This is an optimization exercise on Yosys and OpenROAD, whose aim is small area, not a production implementation.
At most, simulation tests tie the RTL to the original design; equivalence was not proved.
No functional check of the RTL was part of run 1.
Power is estimated from default activity; no workload was simulated.

===== flow/config.mk =====
export PLATFORM = sky130hd
export DESIGN_NAME = mdio_responder
export DESIGN_NICKNAME = mdio_responder
export VERILOG_FILES = /design/flow/design.v
export SDC_FILE = /design/flow/constraint.sdc
export NUM_CORES = 4
export LEC_CHECK = 0
export CAP_MARGIN = 10
export CELL_PAD_IN_SITES_DETAIL_PLACEMENT = 1
export CELL_PAD_IN_SITES_GLOBAL_PLACEMENT = 1
export CORE_MARGIN = 2
export CORE_UTILIZATION = 45
export GPL_TIMING_DRIVEN = 0
export MIN_ROUTING_LAYER = met2
export SLEW_MARGIN = 10
export SYNTH_HIERARCHICAL = 1
export SYNTH_MINIMUM_KEEP_SIZE = 0

===== flow/constraint.sdc =====
create_clock -name core_clock -period 10.0 [get_ports {clk_8_3mhz}]
set_input_delay 2.0000 -clock core_clock [delete_from_list [all_inputs] [get_ports {clk_8_3mhz}]]
set_output_delay 2.0000 -clock core_clock [all_outputs]
set_load 0.01 [all_outputs]

===== flow/design.v =====
module mdio_c_inv (input logic a, output logic y);
  assign y = ~a;
endmodule
module mdio_c_a222oi (input logic a1, a2, b1, b2, c1, c2, output logic y);
  assign y = ~((a1 & a2) | (b1 & b2) | (c1 & c2));
endmodule
module mdio_c_nand2 (input logic a, b, output logic y);
  assign y = ~(a & b);
endmodule
module mdio_c_nor2 (input logic a, b, output logic y);
  assign y = ~(a | b);
endmodule
module mdio_c_a21oi (input logic a1, a2, b1, output logic y);
  assign y = ~((a1 & a2) | b1);
endmodule
module mdio_c_a31oi (input logic a1, a2, a3, b1, output logic y);
  assign y = ~((a1 & a2 & a3) | b1);
endmodule
module mdio_c_nand3 (input logic a, b, c, output logic y);
  assign y = ~(a & b & c);
endmodule
module mdio_c_nand4 (input logic a, b, c, d, output logic y);
  assign y = ~(a & b & c & d);
endmodule
module mdio_c_or3 (input logic a, b, c, output logic y);
  assign y = a | b | c;
endmodule
module mdio_c_nand2b (input logic an, b, output logic y);
  assign y = ~(an & ~b);
endmodule
module mdio_c_xor2 (input logic a, b, output logic y);
  assign y = a ^ b;
endmodule
module mdio_c_or4 (input logic a, b, c, d, output logic y);
  assign y = a | b | c | d;
endmodule
module mdio_dec5 #(
  parameter bit USE_EN  = 1'b0,
  parameter bit USE_FRC = 1'b0
) (
  input  logic [4:0]  a,
  input  logic        en,
  input  logic        frc,
  output logic [31:0] y
);
  logic [4:0] an;
  logic [3:0] lo_n;
  logic [7:0] hi_n;
  for (genvar b = 0; b < 5; b++) begin : g_inv
    mdio_c_inv u_i (.a(a[b]), .y(an[b]));
  end
  for (genvar k = 0; k < 4; k++) begin : g_lo
    logic l0, l1;
    assign l0 = k[0] ? a[0] : an[0];
    assign l1 = k[1] ? a[1] : an[1];
    if (USE_EN && USE_FRC) begin : g_ef
      mdio_c_a31oi u_p (.a1(en), .a2(l0), .a3(l1), .b1(frc), .y(lo_n[k]));
    end else if (USE_EN) begin : g_e
      mdio_c_nand3 u_p (.a(en), .b(l0), .c(l1), .y(lo_n[k]));
    end else if (USE_FRC) begin : g_f
      mdio_c_a21oi u_p (.a1(l0), .a2(l1), .b1(frc), .y(lo_n[k]));
    end else begin : g_n
      mdio_c_nand2 u_p (.a(l0), .b(l1), .y(lo_n[k]));
    end
  end
  for (genvar k = 0; k < 8; k++) begin : g_hi
    logic l2, l3, l4;
    assign l2 = k[0] ? a[2] : an[2];
    assign l3 = k[1] ? a[3] : an[3];
    assign l4 = k[2] ? a[4] : an[4];
    if (USE_FRC) begin : g_f
      mdio_c_a31oi u_p (.a1(l2), .a2(l3), .a3(l4), .b1(frc), .y(hi_n[k]));
    end else begin : g_n
      mdio_c_nand3 u_p (.a(l2), .b(l3), .c(l4), .y(hi_n[k]));
    end
  end
  for (genvar r = 0; r < 32; r++) begin : g_out
    mdio_c_nor2 u_o (.a(lo_n[r % 4]), .b(hi_n[r / 4]), .y(y[r]));
  end
endmodule
module mdio_rdport #(
  parameter logic [15:0] ID1   = 16'h0141,
  parameter logic [15:0] ID2   = 16'h0CC2,
  parameter bit          USE_E = 1'b0
) (
  input  logic [31:0]  sel,
  input  logic [479:0] d,       
  input  logic         ph,      
  input  logic         ea,      
  input  logic [15:0]  eb,
  output logic [15:0]  y
);
  logic [3:0] t;
  assign t[0] = (sel[2] | sel[3]) & ph;
  assign t[1] = (sel[2] & !ph) | (sel[3] & ph);
  assign t[2] = (sel[2] & ph) | (sel[3] & !ph);
  assign t[3] = (sel[2] | sel[3]) & !ph;
  for (genvar j = 0; j < 16; j++) begin : g_bit
    logic [9:0] g;
    logic [2:0] p;
    logic       c;
    for (genvar k = 0; k < 10; k++) begin : g_grp
      localparam int I0 = 3 * k, I1 = 3 * k + 1, I2 = 3 * k + 2;
      localparam int R0 = I0 < 2 ? I0 : I0 + 2;
      localparam int R1 = I1 < 2 ? I1 : I1 + 2;
      localparam int R2 = I2 < 2 ? I2 : I2 + 2;
      mdio_c_a222oi u_g (.a1(sel[R0]), .a2(d[I0*16+j]), .b1(sel[R1]), .b2(d[I1*16+j]),
                         .c1(sel[R2]), .c2(d[I2*16+j]), .y(g[k]));
    end
    assign c = t[{ID2[j], ID1[j]}];
    mdio_c_nand4 u_p0 (.a(g[0]), .b(g[1]), .c(g[2]), .d(g[3]), .y(p[0]));
    mdio_c_nand3 u_p1 (.a(g[4]), .b(g[5]), .c(g[6]), .y(p[1]));
    if (USE_E) begin : g_e
      logic ge;
      mdio_c_a21oi u_c (.a1(ea), .a2(eb[j]), .b1(c), .y(ge));
      mdio_c_nand4 u_p2 (.a(g[7]), .b(g[8]), .c(g[9]), .d(ge), .y(p[2]));
      mdio_c_or3   u_o  (.a(p[0]), .b(p[1]), .c(p[2]), .y(y[j]));
    end else begin : g_ne
      logic yr;
      mdio_c_nand3 u_p2 (.a(g[7]), .b(g[8]), .c(g[9]), .y(p[2]));
      mdio_c_or4   u_o  (.a(p[0]), .b(p[1]), .c(p[2]), .d(c), .y(yr));
      mdio_c_xor2  u_x  (.a(yr), .b(ph), .y(y[j]));
    end
  end
endmodule
module mdio_responder #(
  parameter int          PREAMBLE_MIN = 32,
  parameter logic [15:0] PHY_ID1      = 16'h0141,
  parameter logic [15:0] PHY_ID2      = 16'h0CC2,
  parameter bit          BCAST_EN     = 1'b1
) (
  input  logic        clk_8_3mhz,
  input  logic        reset_n,
  input  logic [4:0]  phy_addr,
  input  logic        mdio_in,
  output logic        mdio_out,
  output logic        mdio_oe,
  input  logic        host_wr_en,
  input  logic [4:0]  host_wr_addr,
  input  logic [15:0] host_wr_data,
  input  logic [4:0]  host_rd_addr,
  output logic [15:0] host_rd_data,
  output logic        mgmt_wr_strobe,
  output logic [4:0]  mgmt_wr_addr,
  output logic [15:0] mgmt_wr_data,
  output logic        mgmt_rd_strobe,
  output logic        frame_err
);
  localparam int CW = $clog2(PREAMBLE_MIN + 1) > 5 ? $clog2(PREAMBLE_MIN + 1) : 5;
  logic          infr;     
  logic [CW-1:0] c;        
  logic          ign;      
  logic          op_hi;
  logic          rd;
  logic [4:0]    regad;
  logic [17:0]   sh;       
  logic [4:0]  p;
  logic        p_op1, p_op2, p_pa, p_ra, p_ta, p_ta2, p_data, p_last;
  logic        drive;
  logic [4:0]  pa_next, ra_next;
  logic [15:0] wd_next;
  logic        cap, commit;
  assign p       = c[4:0];
  assign p_op1   = infr && p == 5'd1;
  assign p_op2   = infr && p == 5'd2;
  assign p_pa    = infr && p == 5'd7;
  assign p_ra    = infr && p == 5'd12;
  assign p_ta    = infr && (p == 5'd13 || p == 5'd14);
  assign p_ta2   = infr && p == 5'd14;
  assign p_data  = infr && p >= 5'd15;
  assign p_last  = infr && p == 5'd30;
  assign pa_next = {sh[3:0], mdio_in};
  assign ra_next = {regad[3:0], mdio_in};
  assign wd_next = {sh[14:0], mdio_in};
  assign drive   = rd && !ign && (p_ta2 || p_data);
  assign cap     = p_ra && rd && !ign;
  assign commit  = p_last && !rd && !ign;
  assign mgmt_wr_addr = regad;
  assign mgmt_wr_data = sh[15:0];
  logic         ph;
  logic [31:0]  hsel, msel, keep, rsel_h, rsel_m;
  logic [15:0]  hdat_x, mdat_x;
  logic [15:0]  hcol [2], mcol [2];   
  logic [479:0] rdata;
  logic [15:0]  mgmt_rd_v;
  logic         hwe, mwe;
  always_ff @(posedge clk_8_3mhz) ph <= reset_n && !ph;
  assign mwe    = reset_n && commit;
  assign hwe    = host_wr_en && !(mwe && host_wr_addr == regad);
  assign hdat_x = host_wr_data ^ {16{ph}};
  assign mdat_x = wd_next ^ {16{ph}};
  for (genvar h = 0; h < 2; h++) begin : g_col
    for (genvar j = 0; j < 16; j++) begin : g_bit
      mdio_c_nand2b u_h (.an(reset_n), .b(hdat_x[j]), .y(hcol[h][j]));    
      mdio_c_xor2   u_m (.a(wd_next[j]), .b(ph), .y(mcol[h][j]));
    end
  end
  mdio_dec5 #(.USE_EN(1'b1), .USE_FRC(1'b1)) u_dec_hw (.a(host_wr_addr), .en(hwe), .frc(!reset_n), .y(hsel));
  mdio_dec5 #(.USE_EN(1'b1), .USE_FRC(1'b0)) u_dec_mw (.a(regad), .en(mwe), .frc(1'b0), .y(msel));
  mdio_dec5 #(.USE_EN(1'b0), .USE_FRC(1'b0)) u_dec_hr (.a(host_rd_addr), .en(1'b1), .frc(1'b0), .y(rsel_h));
  mdio_dec5 #(.USE_EN(1'b1), .USE_FRC(1'b0)) u_dec_mr (.a(ra_next), .en(cap), .frc(1'b0), .y(rsel_m));
  for (genvar r = 0; r < 32; r++) begin : g_keep
    mdio_c_nor2 u_k (.a(hsel[r]), .b(msel[r]), .y(keep[r]));
  end
  for (genvar i = 0; i < 30; i++) begin : g_row
    localparam int R = i < 2 ? i : i + 2;
    logic [15:0] q, dn;        
    for (genvar j = 0; j < 16; j++) begin : g_bit
      mdio_c_a222oi u_d (.a1(keep[R]), .a2(q[j]), .b1(hsel[R]), .b2(hcol[i / 15][j]),
                         .c1(msel[R]), .c2(mcol[i / 15][j]), .y(dn[j]));
    end
    always_ff @(posedge clk_8_3mhz) q <= dn;
    assign rdata[i*16 +: 16] = q;
  end
  mdio_rdport #(.ID1(PHY_ID1), .ID2(PHY_ID2), .USE_E(1'b0)) u_rd_host (
    .sel(rsel_h), .d(rdata), .ph(ph), .ea(1'b0), .eb(16'h0), .y(host_rd_data));
  mdio_rdport #(.ID1(PHY_ID1), .ID2(PHY_ID2), .USE_E(1'b1)) u_rd_mgmt (
    .sel(rsel_m), .d(rdata), .ph(ph), .ea(!cap), .eb(wd_next), .y(mgmt_rd_v));
  always_ff @(posedge clk_8_3mhz) begin
    sh <= {sh[16:15], mgmt_rd_v};
    if (infr && p <= 5'd12) regad <= ra_next;
    if (p_op1) op_hi <= mdio_in;
    if (p_op2) rd <= op_hi;
  end
  always_ff @(posedge clk_8_3mhz) begin
    if (!reset_n) begin
      infr           <= 1'b0;
      c              <= '0;
      ign            <= 1'b0;
      mgmt_wr_strobe <= 1'b0;
      mgmt_rd_strobe <= 1'b0;
      frame_err      <= 1'b0;
    end else begin
      mgmt_wr_strobe <= commit && regad != 5'd2 && regad != 5'd3;
      mgmt_rd_strobe <= cap;
      frame_err      <= infr && ((p == 5'd0 && !mdio_in) || (p == 5'd2 && op_hi == mdio_in));
      if (!infr) begin
        ign <= 1'b0;
        if (mdio_in) c <= (c == CW'(PREAMBLE_MIN)) ? c : c + 1'b1;
        else begin
          if (c >= CW'(PREAMBLE_MIN)) infr <= 1'b1;
          c <= '0;
        end
      end else begin
        if (p_last || (p == 5'd0 && !mdio_in)) begin
          infr <= 1'b0;
          c    <= '0;
        end else c <= c + 1'b1;
        if (p == 5'd2 && op_hi == mdio_in) ign <= 1'b1;
        if (p_pa && !(pa_next == phy_addr || (BCAST_EN && pa_next == 5'd0 && !rd))) ign <= 1'b1;
      end
    end
  end
  always_ff @(negedge clk_8_3mhz) begin
    if (!reset_n) begin
      mdio_oe  <= 1'b0;
      mdio_out <= 1'b1;
    end else begin
      mdio_oe  <= drive;
      mdio_out <= drive ? (p_data && (sh[17] ^ ph ^ p[0])) : 1'b1;
    end
  end
endmodule

===== flow/flow/run.sh =====
#!/bin/bash
# Standard ORFS layout, with two changes: the port buffers are the smallest
# buffer cell, and clock tree synthesis uses small clock buffers and adds no
# dummy loads. The full output of the run goes to flow.log here.
set -euo pipefail
bash standard.sh \
  "BUFFER_PORTS_ARGS=-buffer_cell sky130_fd_sc_hd__buf_1" \
  "CTS_ARGS=-sink_clustering_enable -repair_clock_nets -dont_use_dummy_load -sink_clustering_size 20 -sink_clustering_max_diameter 80 -buf_list {sky130_fd_sc_hd__clkbuf_4 sky130_fd_sc_hd__clkbuf_8}" \
  finish > flow.log 2>&1

===== flow/standard.sh =====
#!/bin/bash
# synth_recipe.tcl (not shown) runs the flow's synth.tcl, then flattens the netlist and writes it again
# the make line also repeats each setting of config.mk as NAME=value (left out here)
make -C /OpenROAD-flow-scripts/flow DESIGN_CONFIG=/design/flow/config.mk WORK_HOME=/design/flow/orfs CLKGATE_MAP_FILE= SYNTH_SCRIPT=/design/flow/synth_recipe.tcl "${@:-finish}"

==> results of run 1 <==
==> layer usage <==
layer,global-route usage,overflow
met5,0.667,19
met4,0.568,1
met2,0.833,3
met1,-,-
met3,0.885,107
==> power by group through the flow <==
stage	Combinational, mW	Sequential [mW]	Clock (mW)
after detailed placement	0.936	2.74	0.00188
after floorplan	0.533	2.66	0.00188
after global placement	0.817	2.71	0.00188
after CTS	0.936	2.69	1.01
==> worst max path at each step <==
stage                                   start             endpoint  slack [ps]  depth (start not counted)
after CTS                 mdio_out$_SDFF_NN1_             mdio_out        1890                          1
after detailed placement              reset_n  mdio_out$_SDFF_NN1_        2100                          5
after global placement                reset_n  mdio_out$_SDFF_NN1_         690                          4
after floorplan                    ph$_DFF_P_  mdio_out$_SDFF_NN1_        2140                          5
==> stage by stage <==
| stage | worst slack, ps | utilization | instance area [um^2] | power [mW] |
|---|---|---|---|---|
| CTS | 1890 | 0.536 | 25700 | 4.64 |
| detailed placement | 2100 | 0.526 | 25200 | 3.68 |
| global placement | 691 | 0.479 | 22900 | 3.53 |
| floorplan | 2140 | - | 21900 | 3.19 |
==> impl_metrics.ini, run 1 <==
[global_route]
grt_pass1_wl_mm = 196
grt_pass1_vias = 37300
grt_overflow = 130
groute.usage.overall = 0.790
grt_max_degree = 35

[outcome]
stop_stage = 5_1_grt
outcome = stopped before the end
tool.error = [ERROR GRT-0116] Global routing finished with congestion. Check the congestion regions in the DRC Viewer.

[place]
dp.cells = 2708
post-dp-hpwl_mm = 87.6
io_buffers = 76
gp_congestion = 1.17

[floorplanning]
row_count = 80
die_h_um = 224
die_w_um = 224
initial_core_util = 0.457
ioPinCount = 77

[clock_tree]
cts_buffers = 35
cts.repair.resized = 0
ctsHtreeMaxLevel = 2
clockRootBuffer = clkbuf_8
postCtsSetupBuffers = 0
cts.sinks = 519
ctsLongestPathBuffers = 3
postCtsHoldBufs = 0

[synthesis]
syn_inst = 1896
syn_avg_cell_area_um2 = 11.5
syn_area_um2 = 21900
yosys_warnings = 9
syn-num-nets = 1936
==> inputs of run 2 (changes only) <==
--- a/flow/design.v
+++ b/flow/design.v
@@ -1,3 +1,6 @@
+module mdio_c_buf (input logic a, output logic y);
+  assign y = a;
+endmodule
 module mdio_c_inv (input logic a, output logic y);
   assign y = ~a;
 endmodule
@@ -24,9 +27,6 @@
 endmodule
 module mdio_c_or3 (input logic a, b, c, output logic y);
   assign y = a | b | c;
-endmodule
-module mdio_c_nand2b (input logic an, b, output logic y);
-  assign y = ~(an & ~b);
 endmodule
 module mdio_c_xor2 (input logic a, b, output logic y);
   assign y = a ^ b;
@@ -112,9 +112,9 @@
     mdio_c_nand3 u_p1 (.a(g[4]), .b(g[5]), .c(g[6]), .y(p[1]));
     if (USE_E) begin : g_e
       logic ge;
-      mdio_c_a21oi u_c (.a1(ea), .a2(eb[j]), .b1(c), .y(ge));
+      mdio_c_nand2 u_c (.a(ea), .b(eb[j]), .y(ge));
       mdio_c_nand4 u_p2 (.a(g[7]), .b(g[8]), .c(g[9]), .d(ge), .y(p[2]));
-      mdio_c_or3   u_o  (.a(p[0]), .b(p[1]), .c(p[2]), .y(y[j]));
+      mdio_c_or4   u_o  (.a(p[0]), .b(p[1]), .c(p[2]), .d(c), .y(y[j]));
     end else begin : g_ne
       logic yr;
       mdio_c_nand3 u_p2 (.a(g[7]), .b(g[8]), .c(g[9]), .y(p[2]));
@@ -179,21 +179,18 @@
   assign mgmt_wr_data = sh[15:0];
   logic         ph;
   logic [31:0]  hsel, msel, keep, rsel_h, rsel_m;
-  logic [15:0]  hdat_x, mdat_x;
-  logic [15:0]  hcol [2], mcol [2];   
+  logic [15:0]  hdat_x, mdat_x, hcol, mcol;    
   logic [479:0] rdata;
   logic [15:0]  mgmt_rd_v;
   logic         hwe, mwe;
   always_ff @(posedge clk_8_3mhz) ph <= reset_n && !ph;
   assign mwe    = reset_n && commit;
   assign hwe    = host_wr_en && !(mwe && host_wr_addr == regad);
-  assign hdat_x = host_wr_data ^ {16{ph}};
+  assign hdat_x = reset_n ? host_wr_data ^ {16{ph}} : 16'hffff;
   assign mdat_x = wd_next ^ {16{ph}};
-  for (genvar h = 0; h < 2; h++) begin : g_col
-    for (genvar j = 0; j < 16; j++) begin : g_bit
-      mdio_c_nand2b u_h (.an(reset_n), .b(hdat_x[j]), .y(hcol[h][j]));    
-      mdio_c_xor2   u_m (.a(wd_next[j]), .b(ph), .y(mcol[h][j]));
-    end
+  for (genvar j = 0; j < 16; j++) begin : g_col
+    mdio_c_buf u_h (.a(hdat_x[j]), .y(hcol[j]));
+    mdio_c_buf u_m (.a(mdat_x[j]), .y(mcol[j]));
   end
   mdio_dec5 #(.USE_EN(1'b1), .USE_FRC(1'b1)) u_dec_hw (.a(host_wr_addr), .en(hwe), .frc(!reset_n), .y(hsel));
   mdio_dec5 #(.USE_EN(1'b1), .USE_FRC(1'b0)) u_dec_mw (.a(regad), .en(mwe), .frc(1'b0), .y(msel));
@@ -206,8 +203,8 @@
     localparam int R = i < 2 ? i : i + 2;
     logic [15:0] q, dn;        
     for (genvar j = 0; j < 16; j++) begin : g_bit
-      mdio_c_a222oi u_d (.a1(keep[R]), .a2(q[j]), .b1(hsel[R]), .b2(hcol[i / 15][j]),
-                         .c1(msel[R]), .c2(mcol[i / 15][j]), .y(dn[j]));
+      mdio_c_a222oi u_d (.a1(keep[R]), .a2(q[j]), .b1(hsel[R]), .b2(hcol[j]),
+                         .c1(msel[R]), .c2(mcol[j]), .y(dn[j]));
     end
     always_ff @(posedge clk_8_3mhz) q <= dn;
     assign rdata[i*16 +: 16] = q;
==> flow/flow/run.sh (replaced) <==
#!/bin/bash
# Standard ORFS layout, with two changes: the port buffers are the smallest
# buffer cell, and clock tree synthesis uses small clock buffers and adds no
# dummy loads. The full output of the run goes to flow.log here.
set -euo pipefail
bash standard.sh \
  "BUFFER_PORTS_ARGS=-buffer_cell sky130_fd_sc_hd__buf_1" \
  "CTS_ARGS=-sink_clustering_enable -repair_clock_nets -dont_use_dummy_load -sink_clustering_size 14 -sink_clustering_max_diameter 70 -buf_list {sky130_fd_sc_hd__clkbuf_8}" \
  finish > flow.log 2>&1
--- a/flow/config.mk
+++ b/flow/config.mk
@@ -9,9 +9,8 @@
 export CELL_PAD_IN_SITES_DETAIL_PLACEMENT = 1
 export CELL_PAD_IN_SITES_GLOBAL_PLACEMENT = 1
 export CORE_MARGIN = 2
-export CORE_UTILIZATION = 45
+export CORE_UTILIZATION = 40
 export GPL_TIMING_DRIVEN = 0
-export MIN_ROUTING_LAYER = met2
 export SLEW_MARGIN = 10
 export SYNTH_HIERARCHICAL = 1
 export SYNTH_MINIMUM_KEEP_SIZE = 0
==> run 2 against run 1 <==
Now clean on timing, DRC and antenna. Area after synthesis decreased by 0.62%. Synthesized cell count unchanged.
==> impl_metrics.ini, run 2 <==
[outcome]
outcome = timing/DRC/antenna clean

[run]
max_cap_violations = 0

[power_and_ir_drop]
power.static_leakage_nw = 8.51
ir_drop_uv = 122
power_density_nw_per_um2 = 194

[sta]
setup_tns_ps = 0
worstMarginPinSlew_ps = 1310
drv_slew = 0
hold_slack_ps = 333
hold_viol_final = 0
worst_slack_ps = 1920
rsz0062_at_grt = false
slew_headroom = 0.122
setup_viol = 0
fin_skew_ps = 51.1

[worst_setup_path]
startpoint = mdio_oe$_SDFF_NN0_
required_ps = 8000
r2r_start = ph$_DFF_P_
cp-start-kind = flop
end_kind = primary output
crit_type = flop to primary output
cpLargestDelayFamily = flip-flops
regToRegSetupSlack_ps = 3040
max_stage_delay_ps = 300
crit_chain = buf_1
worst-path-buf-inv = 1
crit_slowest_cell = dfxtp_1
critPathMaxFanout = 1
cp.arrival_ps = 6080

[layout]
fin_nets = 2097
layout_common_cells = a222oi_1 (800), dfxtp_1 (511), nor2_2 (132), nand3_1 (85), buf_1 (76)
final_cells = 2753
drive_gt1_frac = 0.136
final_area_um2 = 24400
layout_commonest_cell = a222oi_1
synthToLayoutAreaGrowth_pct = 12.2
regMostFlops = g_row.q
largest_register_ffs = 480

[floorplanning]
row_count = 85
die_h_um = 237
die-area_um2 = 56200
ioPinCount = 77
initial_core_util = 0.404
die_w_um = 237
design.core.area_um2 = 53800

[synthesis]
yosys_warnings = 7
syn_inst = 1896
syn_avg_cell_area_um2 = 11.5
syn_area_um2 = 21700
syn-num-nets = 1936

[clock_tree]
tritoncts = yes
cts.repair.resized = 0
cts.sinks = 519
clkLatencyLatePin_ps = 690
clockRootBuffer = clkbuf_8
clkTransAtPathRegs_ps = 80
postCtsSetupBuffers = 0
ctsLongestPathBuffers = 3
postCtsHoldBufs = 0
cts_buffers = 45
ctsHtreeMaxLevel = 2

[place]
dp.cells = 2702
placedInstanceArea_um2 = 23600
post-dp-hpwl_mm = 76.3
pre_cts_ws_ps = 2010
gp_congestion = 0.998
io_buffers = 76

[routing]
avgRoutedWirePerCell_um = 43.2
drtIter0Drc = 6655
ant_nets = 0
drc = 0
viasPerCell = 8.78
wl_mm = 119
drt-pass1-iter-count = 11
vias = 24200

[global_route]
grt_max_degree = 31
grt_pass1_wl_mm = 166
grt_overflow = 0
grt_pass1_vias = 22600
grt_antenna_before_repair = 7
groute.usage.overall = 0.404

[min_path]
hp-class = flop to flop
min-delay-start = sh[16]$_DFF_P_
## run 2: cell type report
type                       count  area [um^2]
buffer                        55          389
fill                        5734        29400
multi-input combinational   1292        11100
inverter                      29          109
clock buffer                  45          619
sequential                   519        10500
clock inverter                 2         7.51
tap                          696          871
antenna                        2         5.00
timing repair buffer         113          788
## run 2: final timing paths
path                            cells after the start             endpoint
worst max register to register                      5  mdio_out$_SDFF_NN1_
worst min-delay path                                0       sh[17]$_DFF_P_
worst max-delay path                                1              mdio_oe
worst min register to register                      0       sh[17]$_DFF_P_
## run 2: metal layers
layer	up-vias	part of all wire	track usage
met1	12300	0.37	0.517
met3	404	0.12	0.0821
met4	2	0.074	0.237
li1	9512	-	-
met2	1982	0.44	0.633
met5	-	0.00012	0
## run 2: worst register-to-register path: stages (launching register included)
cell	delay, ps
dfxtp_2	830
clkbuf_1	400
xnor2_1	230
xnor2_1	160
o311ai_0	180
nand2_1	100
## run 2: per-stage QoR
stage	power, mW	util
floorplan	3.20	-
global placement	3.53	0.425
detailed placement	3.60	0.439
CTS	4.70	0.450
global route	4.89	0.453
finish	4.74	0.453
## run 2: power breakdown
group / switching [mW] / total, mW / internal [mW] / leakage [nW]
logic: 0.558 / 0.900 / 0.342 / 3.80
clock network: 0.731 / 1.13 / 0.403 / 0.334
registers: 0.284 / 2.71 / 2.42 / 4.38
==> inputs of run 3 (changes only) <==
--- a/flow/config.mk
+++ b/flow/config.mk
@@ -9,7 +9,7 @@
 export CELL_PAD_IN_SITES_DETAIL_PLACEMENT = 1
 export CELL_PAD_IN_SITES_GLOBAL_PLACEMENT = 1
 export CORE_MARGIN = 2
-export CORE_UTILIZATION = 40
+export CORE_UTILIZATION = 48
 export GPL_TIMING_DRIVEN = 0
 export SLEW_MARGIN = 10
 export SYNTH_HIERARCHICAL = 1
==> run 3 against run 2 <==
Still clean. Register-to-register slack worse by 100 ps. Clock power about the same. Global-route usage up 6.6 points. Wire length down 2.8%. Worst setup slack worse by 33 ps. Via count up 2.6%. Core utilization up 9.2 points. Non-clock buffer count up 1. Synthesized cell count unchanged. Clock-buffer cell count down 1. Area after synthesis unchanged. Total power down 0.32%. Critical endpoint unchanged. Highest routed layer unchanged.
==> impl_metrics.ini, run 3 <==
[outcome]
outcome = timing/DRC/antenna clean

[worst_setup_path]
worst-path-buf-inv = 1
critPathMaxFanout = 1
crit_slowest_cell = dfxtp_1
end_kind = primary output
r2r_start = ph$_DFF_P_
max_stage_delay_ps = 310
cp-start-kind = flop
regToRegSetupSlack_ps = 2940
crit_chain = buf_1
required_ps = 8000
startpoint = mdio_oe$_SDFF_NN0_
crit_type = flop to primary output
cpLargestDelayFamily = flip-flops
cp.arrival_ps = 6110

[sta]
setup_tns_ps = 0
worstMarginPinSlew_ps = 1360
setup_viol = 0
fin_skew_ps = 66.7
hold_viol_final = 0
worst_slack_ps = 1890
drv_slew = 0
slew_headroom = 0.0887
rsz0062_at_grt = false

[routing]
ant_nets = 0
drc = 0
drt-pass1-iter-count = 13
avgRoutedWirePerCell_um = 43.6
vias = 24800
drtIter0Drc = 7813
wl_mm = 116
viasPerCell = 9.34

[min_path]
hp-class = flop to flop
min-delay-start = sh[15]$_DFF_P_

[clock_tree]
ctsHtreeMaxLevel = 2
clockRootBuffer = clkbuf_8
tritoncts = yes
postCtsHoldBufs = 0
postCtsSetupBuffers = 0
cts_buffers = 44
cts.sinks = 519
ctsLongestPathBuffers = 3
clkTransAtPathRegs_ps = 90
clkLatencyLatePin_ps = 670
cts.repair.resized = 0

[synthesis]
syn_avg_cell_area_um2 = 11.5
syn_inst = 1896
syn-num-nets = 1936
syn_area_um2 = 21700
yosys_warnings = 7

[layout]
drive_gt1_frac = 0.134
regMostFlops = g_row.q
fillCellCount = 4704
layout_common_cells = a222oi_1 (800), dfxtp_1 (511), nor2_2 (127), nand3_1 (85), buf_1 (76)
synthToLayoutAreaGrowth_pct = 11.3
fin_nets = 2097
layout_commonest_cell = a222oi_1
final_cells = 2653
largest_register_ffs = 480

[global_route]
groute.usage.overall = 0.470
grt_antenna_before_repair = 8
grt_max_degree = 31
grt_pass1_wl_mm = 163
grt_overflow = 0
grt_pass1_vias = 22900

[floorplanning]
initial_core_util = 0.489
row_count = 77
design.core.area_um2 = 44400
die_w_um = 217
die_h_um = 217
die-area_um2 = 47000
ioPinCount = 77

[place]
dp.cells = 2597
io_buffers = 76
gp_congestion = 0.959
pre_cts_ws_ps = 1980
post-dp-hpwl_mm = 73.5

[run]
max_cap_violations = 0

[power_and_ir_drop]
ir_drop_uv = 133
power_density_nw_per_um2 = 195
power.static_leakage_nw = 8.49
[run 3: worst paths after layout]
path / to / cells past startpoint
worst min-delay path: sh[16]$_DFF_P_ / 0
worst min register to register: sh[16]$_DFF_P_ / 0
worst max register to register: mdio_out$_SDFF_NN1_ / 5
worst max-delay path: mdio_oe / 1
[run 3: power by group]
part,internal [mW],switching (mW)
logic,0.343,0.559
clock network,0.395,0.716
registers,2.42,0.290
[run 3: per-stage QoR]
step	hold slack (ps)	utilization	area [um^2]	total power, mW
finish	360	0.545	24200	4.72
global route	376	0.544	24200	4.85
CTS	361	0.542	24100	4.65
detailed placement	316	0.528	23400	3.59
global placement	313	0.512	22800	3.51
floorplan	310	-	21700	3.20
[run 3: final cells by class]
| cell class | count | area [um^2] | area share |
|---|---|---|---|
| antenna | 6 | 15.0 | 0.000621 |
| buffer | 55 | 389 | 0.0161 |
| clock buffer | 44 | 606 | 0.0250 |
| clock inverter | 2 | 7.51 | 0.000310 |
| inverter | 29 | 109 | 0.00450 |
| multi-input combinational | 1292 | 11100 | 0.459 |
| sequential | 519 | 10500 | 0.432 |
| tap | 592 | 741 | 0.0306 |
| timing repair buffer | 114 | 751 | 0.0310 |
[run 3: layer usage]
metal  vias up  part of all wire  global-route usage
met5         -           0.00067                   0
met2      2442              0.42               0.711
met3       519              0.15               0.126
met1     12300              0.35               0.598
met4         6             0.080               0.291
li1       9528                 -                   -
==> inputs of run 4 (changes only) <==
--- a/flow/design.v
+++ b/flow/design.v
@@ -152,8 +152,8 @@
   logic          ign;      
   logic          op_hi;
   logic          rd;
-  logic [4:0]    regad;
-  logic [17:0]   sh;       
+  logic [4:0]    regad;    
+  logic [1:0]    sh_hi;
   logic [4:0]  p;
   logic        p_op1, p_op2, p_pa, p_ra, p_ta, p_ta2, p_data, p_last;
   logic        drive;
@@ -169,14 +169,13 @@
   assign p_ta2   = infr && p == 5'd14;
   assign p_data  = infr && p >= 5'd15;
   assign p_last  = infr && p == 5'd30;
-  assign pa_next = {sh[3:0], mdio_in};
+  assign pa_next = {mgmt_wr_data[3:0], mdio_in};
   assign ra_next = {regad[3:0], mdio_in};
-  assign wd_next = {sh[14:0], mdio_in};
+  assign wd_next = {mgmt_wr_data[14:0], mdio_in};
   assign drive   = rd && !ign && (p_ta2 || p_data);
   assign cap     = p_ra && rd && !ign;
   assign commit  = p_last && !rd && !ign;
-  assign mgmt_wr_addr = regad;
-  assign mgmt_wr_data = sh[15:0];
+  assign regad = mgmt_wr_addr;
   logic         ph;
   logic [31:0]  hsel, msel, keep, rsel_h, rsel_m;
   logic [15:0]  hdat_x, mdat_x, hcol, mcol;    
@@ -214,8 +213,8 @@
   mdio_rdport #(.ID1(PHY_ID1), .ID2(PHY_ID2), .USE_E(1'b1)) u_rd_mgmt (
     .sel(rsel_m), .d(rdata), .ph(ph), .ea(!cap), .eb(wd_next), .y(mgmt_rd_v));
   always_ff @(posedge clk_8_3mhz) begin
-    sh <= {sh[16:15], mgmt_rd_v};
-    if (infr && p <= 5'd12) regad <= ra_next;
+    {sh_hi, mgmt_wr_data} <= {sh_hi[0], mgmt_wr_data[15], mgmt_rd_v};
+    if (infr && p <= 5'd12) mgmt_wr_addr <= ra_next;
     if (p_op1) op_hi <= mdio_in;
     if (p_op2) rd <= op_hi;
   end
@@ -254,7 +253,7 @@
       mdio_out <= 1'b1;
     end else begin
       mdio_oe  <= drive;
-      mdio_out <= drive ? (p_data && (sh[17] ^ ph ^ p[0])) : 1'b1;
-    end
-  end
-endmodule
+      mdio_out <= drive ? (p_data && (sh_hi[1] ^ ph ^ p[0])) : 1'b1;
+    end
+  end
+endmodule
--- a/flow/config.mk
+++ b/flow/config.mk
@@ -5,7 +5,7 @@
 export SDC_FILE = /design/flow/constraint.sdc
 export NUM_CORES = 4
 export LEC_CHECK = 0
-export CAP_MARGIN = 10
+export CAP_MARGIN = 15
 export CELL_PAD_IN_SITES_DETAIL_PLACEMENT = 1
 export CELL_PAD_IN_SITES_GLOBAL_PLACEMENT = 1
 export CORE_MARGIN = 2
==> run 4 against run 3 <==
The layout now fails its checks (max-slew violations). Sequential power about the same. Worst setup slack worse by 180 ps. Register-to-register slack worse by 90 ps. Global-route usage up 0.64 points. Critical endpoint is now host_rd_data[7].
==> impl_metrics.ini, run 4 <==
[outcome]
outcome = finished with violations
violations = max-slew violations

[sta]
fin_crit_sh = 0.829
hold_viol_final = 0
hold_slack_ps = 342
min_period_ps = 8290
rsz0062_at_grt = false
setup_viol = 0
setup_tns_ps = 0
worstMarginPinSlew_ps = 1540
drv_slew = 1
fmaxAchievable_ghz = 0.121
slew_headroom = -0.0282
fin_skew_ps = 72.1

[floorplanning]
die_h_um = 216
row_count = 77
initial_core_util = 0.488
die_w_um = 216
die-area_um2 = 46800
design.core.area_um2 = 44400
ioPinCount = 77

[worst_setup_path]
cpLargestDelayFamily = simple AND/OR/NAND/NOR gates
required_ps = 8000
cp.depth = 9
crit_slowest_cell = a222oi_1
end_kind = primary output
max_stage_delay_ps = 1350
cpMostUsedCell = buf_1
cp.arrival_ps = 6290
worst-path-buf-inv = 3
cp-start-kind = input pin
rr_worst_depth = 5
crit_type = input pin to primary output
regToRegSetupSlack_ps = 2850
crit_chain = buf_1 -> inv_1 -> nand2_1 -> nor2_2 -> a222oi_1 -> nand4_1 -> or4_1 -> xor2_1 -> buf_1
critPathMaxFanout = 16

[power_and_ir_drop]
p_total_mw = 4.73
power.static_leakage_nw = 8.59
ir_drop_uv = 165
power_density_nw_per_um2 = 195

[routing]
drc = 0
avgRoutedWirePerCell_um = 43.9
drtIter0Drc = 7798
drt-pass1-iter-count = 15
wl_mm = 117
vias = 24800
ant_nets = 0
viasPerCell = 9.30

[layout]
regArea_um2 = 10500
fillCellCount = 4682
drive_gt1_frac = 0.123
layout_commonest_cell = a222oi_1
regMostFlops = g_row.q
fin_nets = 2111
largest_register_ffs = 480
layout_common_cells = a222oi_1 (800), dfxtp_1 (511), nor2_2 (92), nand3_1 (82), buf_1 (77)
synthToLayoutAreaGrowth_pct = 11.9
multiInputGateArea_um2 = 11000

[clock_tree]
cts_buffers = 43
ctsLongestPathBuffers = 3
cts.sinks = 519
cts.repair.resized = 0
ctsHtreeMaxLevel = 2
postCtsHoldBufs = 0
postCtsSetupBuffers = 0
clockRootBuffer = clkbuf_8
clkTransAtPathRegs_ps = 90
tritoncts = yes
clkLatencyLatePin_ps = 690

[global_route]
grt_max_degree = 31
grt_pass1_wl_mm = 164
grt_antenna_before_repair = 19
grt_overflow = 0
grt_pass1_vias = 23000
groute.usage.overall = 0.476

[min_path]
hp-class = flop to flop
min_delay_path_depth = 0

[synthesis]
yosys_warnings = 7
syn-num-nets = 1924
syn_inst = 1884
syn_area_um2 = 21700
syn_avg_cell_area_um2 = 11.5

[place]
io_buffers = 76
post-dp-hpwl_mm = 74.3
gp_congestion = 1.03

[run]
max_cap_violations = 0
run 4: through the flow:
stage                     area, um^2  setup WS (ps)  instances   util
final                          24200           1710       2667  0.546
after global routing           24200           1860       2661  0.545
after CTS                      24000           1880       2644  0.541
after detailed placement       23400           2110       2600  0.528
after global placement         22700           2090       2552  0.511
after floorplan                21700           2420       1884      -
run 4: layout make-up:
class / count / area share
buffer: 44 / 0.0123
antenna: 6 / 0.000620
clock inverter: 2 / 0.000310
multi-input combinational: 1292 / 0.456
sequential: 519 / 0.432
clock buffer: 43 / 0.0244
tap: 592 / 0.0306
inverter: 28 / 0.00434
timing repair buffer: 141 / 0.0397
run 4: final timing paths:
check / startpoint / to
setup reg to reg: ph$_DFF_P_ / mdio_out$_SDFF_NN1_
setup / recovery: host_rd_addr[1] / host_rd_data[7]
hold / removal: sh_hi[0]$_DFF_P_ / sh_hi[1]$_DFF_P_
hold reg to reg: sh_hi[0]$_DFF_P_ / sh_hi[1]$_DFF_P_
run 4: per-layer routing:
layer  up-vias  GRT usage  routed length, um
met5         -    0.00104                 51
met4         8      0.284               9510
met3       562      0.161              19600
met2      2508      0.697              48200
met1     12200      0.608              39800
li1       9551          -                  -
run 4: power by group:
group	leakage (nW)	switching [mW]	internal (mW)	total, mW
Clock	0.320	0.722	0.387	1.11
Sequential	4.38	0.292	2.42	2.71
Combinational	3.89	0.567	0.344	0.911
==> inputs of run 5 (changes only) <==
==> flow/flow/run.sh (replaced) <==
#!/bin/bash
# Standard ORFS layout, with two changes: the port buffers are the smallest
# buffer cell, and clock tree synthesis uses small clock buffers and adds no
# dummy loads. The full output of the run goes to flow.log here.
set -euo pipefail
bash standard.sh \
  "BUFFER_PORTS_ARGS=-buffer_cell sky130_fd_sc_hd__buf_1" \
  "CTS_ARGS=-sink_clustering_enable -repair_clock_nets -dont_use_dummy_load -sink_clustering_size 16 -sink_clustering_max_diameter 75 -buf_list {sky130_fd_sc_hd__clkbuf_8}" \
  finish > flow.log 2>&1
--- a/flow/config.mk
+++ b/flow/config.mk
@@ -9,7 +9,7 @@
 export CELL_PAD_IN_SITES_DETAIL_PLACEMENT = 1
 export CELL_PAD_IN_SITES_GLOBAL_PLACEMENT = 1
 export CORE_MARGIN = 2
-export CORE_UTILIZATION = 48
+export CORE_UTILIZATION = 40
 export GPL_TIMING_DRIVEN = 0
 export SLEW_MARGIN = 10
 export SYNTH_HIERARCHICAL = 1
==> run 5 against run 4 <==
The run now finishes clean. Clock-buffer cell count down 3. Cell count is 4.1% higher. Via count shrank 1.9%. Synthesized cell count stayed put. Critical path depth fell by 8. Clock power hardly changed. Sequential share of layout area fell by 0.54 points. Sequential power hardly changed. Clock skew shrank 32 ps. Register-to-register slack about the same. Non-clock buffer count grew 11.
==> impl_metrics.ini, run 5 <==
[clock_tree]
cts.repair.resized = 0
postCtsHoldBufs = 0
postCtsSetupBuffers = 0
clockRootBuffer = clkbuf_8
clkTransAtPathRegs_ps = 70
tritoncts = yes
ctsHtreeMaxLevel = 2
cts.sinks = 519
clkLatencyLatePin_ps = 670
cts_buffers = 40
ctsLongestPathBuffers = 3

[place]
post-dp-hpwl_mm = 80.4
io_buffers = 76
gp_congestion = 0.996
placedInstanceArea_um2 = 23900

[worst_setup_path]
rr_worst_depth = 5
end_kind = primary output
critPathMaxFanout = 1
crit_slowest_cell = dfxtp_1
crit_type = flop to primary output
cp-start-kind = flop
worst-path-buf-inv = 1
required_ps = 8000
regToRegSetupSlack_ps = 2860
cpLargestDelayFamily = flip-flops
max_stage_delay_ps = 300
cp.arrival_ps = 6080
crit_chain = buf_1
reg2reg_to = mdio_out$_SDFF_NN1_
r2r_start = ph$_DFF_P_

[global_route]
grt_pass1_wl_mm = 169
grt_overflow = 0
grt_pass1_vias = 23100
grt_max_degree = 31
grt_antenna_before_repair = 8
groute.usage.overall = 0.412

[synthesis]
syn-num-nets = 1924
syn_avg_cell_area_um2 = 11.5
yosys_warnings = 7
syn_inst = 1884
syn_area_um2 = 21700

[floorplanning]
die_w_um = 237
design.core.area_um2 = 53700
row_count = 85
die_h_um = 237
die-area_um2 = 56000
initial_core_util = 0.403
ioPinCount = 77

[layout]
multiInputGateArea_um2 = 11100
drive_gt1_frac = 0.133
largest_register_ffs = 480
fin_nets = 2119
final_area_um2 = 24500
fillCellCount = 5721
layout_common_cells = a222oi_1 (800), dfxtp_1 (511), nor2_2 (107), nand3_1 (82), buf_1 (77)
layout_commonest_cell = a222oi_1
synthToLayoutAreaGrowth_pct = 13.3
regMostFlops = g_row.q
regArea_um2 = 10500
post-route-util = 0.457

[routing]
wl_mm = 121
drtIter0Drc = 6140
viasPerCell = 8.76
ant_nets = 0
drt-pass1-iter-count = 14
vias = 24300
avgRoutedWirePerCell_um = 43.6
drc = 0

[min_path]
hp-class = flop to flop
min_delay_path_depth = 0
min-delay-start = sh_hi[0]$_DFF_P_
hold-path-endpoint = sh_hi[1]$_DFF_P_

[outcome]
outcome = timing/DRC/antenna clean

[sta]
hold_viol_final = 0
rsz0062_at_grt = false
fin_skew_ps = 39.8
worstMarginPinSlew_ps = 1170
setup_tns_ps = 0
setup_viol = 0
slew_headroom = 0.220
drv_slew = 0

[power_and_ir_drop]
clockPowerShare = 0.232
internal_power_mw = 3.13
p_sw_mw = 1.57
power_frac_seq = 0.575
ir_drop_uv = 126
power_density_nw_per_um2 = 192
combPwrFrac = 0.193
power.static_leakage_nw = 8.65
netSwitchingFraction = 0.335
p_total_mw = 4.70

[run]
max_cap_violations = 0
## run 5: cell count changes in the layout (fill, tap and decap cells not counted)
cell      previous run  this run
nor2_1              70        55
buf_4               57        49
nor2_2              92       107
buf_2                5         4
buf_6               28        41
clkbuf_8            43        40
buf_8               12        19
diode_2              6         3
## run 5: area by class of cell
cell class              count  area share
multi-input cells        1292       0.452
flip-flops and latches    519       0.426
well taps                 696      0.0355
repair buffers            152      0.0468
inverters                  28     0.00428
plain buffers              44      0.0121
clock buffers              40      0.0224
diodes                      3    0.000306
clock inverters             2    0.000306
## run 5: worst max-delay path by stage
stage,from,endpoint,slack (ps),depth (start not counted)
4_1_cts,mdio_oe$_SDFF_NN0_,mdio_oe,1880,1
5_1_grt,mdio_out$_SDFF_NN1_,mdio_out,1880,1
3_5_place_dp,reset_n,mdio_out$_SDFF_NN1_,2020,5
2_1_floorplan,reset_n,mdio_out$_SDFF_NN1_,2420,4
3_3_place_gp,reset_n,mdio_out$_SDFF_NN1_,2080,5
6_report,mdio_oe$_SDFF_NN0_,mdio_oe,1920,1
## run 5: per-stage QoR
| step | setup WS [ps] | instances | hold slack (ps) |
|---|---|---|---|
| after detailed placement | 2020 | 2731 | 315 |
| after global placement | 2080 | 2656 | 310 |
| after global routing | 1880 | 2773 | 352 |
| after CTS | 1880 | 2772 | 332 |
| final | 1920 | 2776 | 331 |
| after floorplan | 2420 | 1884 | 310 |
## run 5: layer usage
| metal | routed length (um) | track usage |
|---|---|---|
| met5 | 80 | 0.0104 |
| met4 | 8620 | 0.252 |
| met3 | 15200 | 0.0824 |
| met2 | 53200 | 0.639 |
| met1 | 44000 | 0.528 |
## run 5: power by group through the flow
stage                     Combinational, mW  Sequential (mW)  Clock (mW)
after floorplan                       0.540             2.65     0.00188
after CTS                             0.872             2.69        1.10
after global placement                0.817             2.71     0.00188
final                                 0.909             2.70        1.09
after detailed placement              0.871             2.73     0.00188
after global routing                  0.936             2.74        1.17
